Source: an optimization exercise on an open RTL-to-GDS flow (aim: small area). Production flows keep margins and buffers that such runs may drop.

lane 1:
## fma_top
module fma_top (
    input  logic        clk,
    input  logic        rst,
    input  logic        in_valid,
    input  logic [63:0] a,
    input  logic [63:0] b,
    input  logic [63:0] c,
    output logic        c_req,
    output logic [63:0] result,
    output logic        out_valid,
    output logic        error
);
For scale: roughly 9100 cells after synthesis, ~260 I/O pins, about 90000 sq um of cells after synthesis.
==> module fma_align, before the edit <==
module fma_align (
    input  logic [fma_pkg::PM_W-1:0]     pm,
    input  logic                         ps,
    input  logic [fma_pkg::FRAC_W-1:0]   cf,
    input  logic                         sc,
    input  logic                         pe_lt,
    input  logic [5:0]                   d,
    input  logic                         big,
    output logic [fma_pkg::ALIGN_W-1:0]  s1,
    output logic                         sx
);
    logic [fma_pkg::PM_W-1:0]  cm;
    logic [fma_pkg::PM_W-1:0]  x;
    logic [fma_pkg::PM_W-1:0]  y;
    logic                      sy;
    logic [fma_pkg::PM_W-1:0]  sh [7];
    logic [6:0]                st;
    logic                      sub;
    logic [fma_pkg::ALIGN_W-1:0] b_op;
    logic                      cin;
    assign cm = {2'b01, cf};
    assign x  = pe_lt ? cm : pm;
    assign y  = pe_lt ? pm : cm;
    assign sx = pe_lt ? sc : ps;
    assign sy = pe_lt ? ps : sc;
    assign sh[0] = y;
    assign st[0] = 1'b0;
    for (genvar k = 0; k < 6; k++) begin : g_sh
        assign sh[k+1] = d[k] ? (sh[k] >> (1 << k)) : sh[k];
        assign st[k+1] = st[k] | (d[k] & (|sh[k][(1 << k)-1:0]));
    end
    assign sub  = sx ^ sy;
    assign b_op = {2'b00, (big ? '0 : sh[6])} ^ {fma_pkg::ALIGN_W{sub}};
    assign cin  = sub ^ ((big | st[6]) & sy);
    fma_add56 i_add (
        .x  ({2'b00, x}),
        .y  (b_op),
        .ci (cin),
        .s  (s1)
    );
endmodule
export LEC_CHECK = 0
export CAP_MARGIN = 20
export CORE_MARGIN = 2
export CORE_UTILIZATION = 40
export SETUP_SLACK_MARGIN = 0.2
export SLEW_MARGIN = 20
export SYNTH_HIERARCHICAL = 1
export SYNTH_MINIMUM_KEEP_SIZE = 0
create_clock -name core_clock -period 7.5 [get_ports {clk}]
run.sh (not shown) runs the stock make flow with config.mk's settings and CLKGATE_MAP_FILE= SYNTH_SCRIPT=/design/flow/synth_recipe.tcl, a recipe that flattens the netlist after the stock synthesis.
--- input diff lane 1..lane 2 ---
--- a/flow/design.v
+++ b/flow/design.v
@@ -42,4 +42,17 @@
     end
 endmodule
+module fma_tzc (
+    input  logic [fma_pkg::PM_W-1:0] y,
+    output logic [5:0]               count
+);
+    always_comb begin
+        count = 6'(fma_pkg::PM_W);
+        for (int i = fma_pkg::PM_W - 1; i >= 0; i--) begin
+            if (y[i]) begin
+                count = 6'(i);
+            end
+        end
+    end
+endmodule
 module fma_add56 (
     input  logic [55:0] x,
@@ -9059,5 +9072,6 @@
     logic                      sy;
     logic [fma_pkg::PM_W-1:0]  sh [7];
-    logic [6:0]                st;
+    logic [5:0]                tz;
+    logic                      st;
     logic                      sub;
     logic [fma_pkg::ALIGN_W-1:0] b_op;
@@ -9069,12 +9083,15 @@
     assign sy = pe_lt ? ps : sc;
     assign sh[0] = y;
-    assign st[0] = 1'b0;
     for (genvar k = 0; k < 6; k++) begin : g_sh
         assign sh[k+1] = d[k] ? (sh[k] >> (1 << k)) : sh[k];
-        assign st[k+1] = st[k] | (d[k] & (|sh[k][(1 << k)-1:0]));
     end
+    fma_tzc i_tzc (
+        .y     (y),
+        .count (tz)
+    );
+    assign st = big | (tz < d);
     assign sub  = sx ^ sy;
     assign b_op = {2'b00, (big ? '0 : sh[6])} ^ {fma_pkg::ALIGN_W{sub}};
-    assign cin  = sub ^ ((big | st[6]) & sy);
+    assign cin  = sub ^ (st & sy);
     fma_add56 i_add (
         .x  ({2'b00, x}),
--- outcome ---
All of lane 2 and lane 1 finish clean.
| routed via count | lane 2 vs lane 1 | ≈ equal |
From lane 1 to lane 2 the numbers moved as follows: post-route clock period utilization now sits lower, highest fanout seen on the critical path now sits higher, final area now sits at about the same level.
Between lane 2 and lane 1, the difference in area fraction of clock buffers and clock inverters is negligible.
No functional check of the RTL was part of any run of this note.

## separate check: timing with driven ports
In the flow no input, the clock included, has a driving cell. The finished layouts below were timed again as built, in two steps. Step 1, drivers: a clkbuf_16 drives clk and a buf_2 each remaining input, both assumed. Step 2 times the ports against the registers' clock, not the clock port: input delays grow and output delays shrink by t, the midpoint of the rising clock arrivals with the driver on. Slacks: ideal ports / drivers / drivers and shift; pairs: ideal ports / drivers.
run	t, ns	setup WS [ns]	worst setup path at the end	clock arrival spread, ns	worst data-port slew with drivers (ns)
lane 1	0.801	0.317 / 0.317 / -0.409	input to register	0.041 / 0.041	0.06
lane 2	0.812	0.346 / 0.346 / -0.361	input to register	0.097 / 0.097	0.12
Met with ideal ports but missed after step 2: setup timing in lane 1 and lane 2. For lane 1, which loses most, drivers alone change the setup slack by 0.000 ns; drivers and shift together by -0.726 ns.
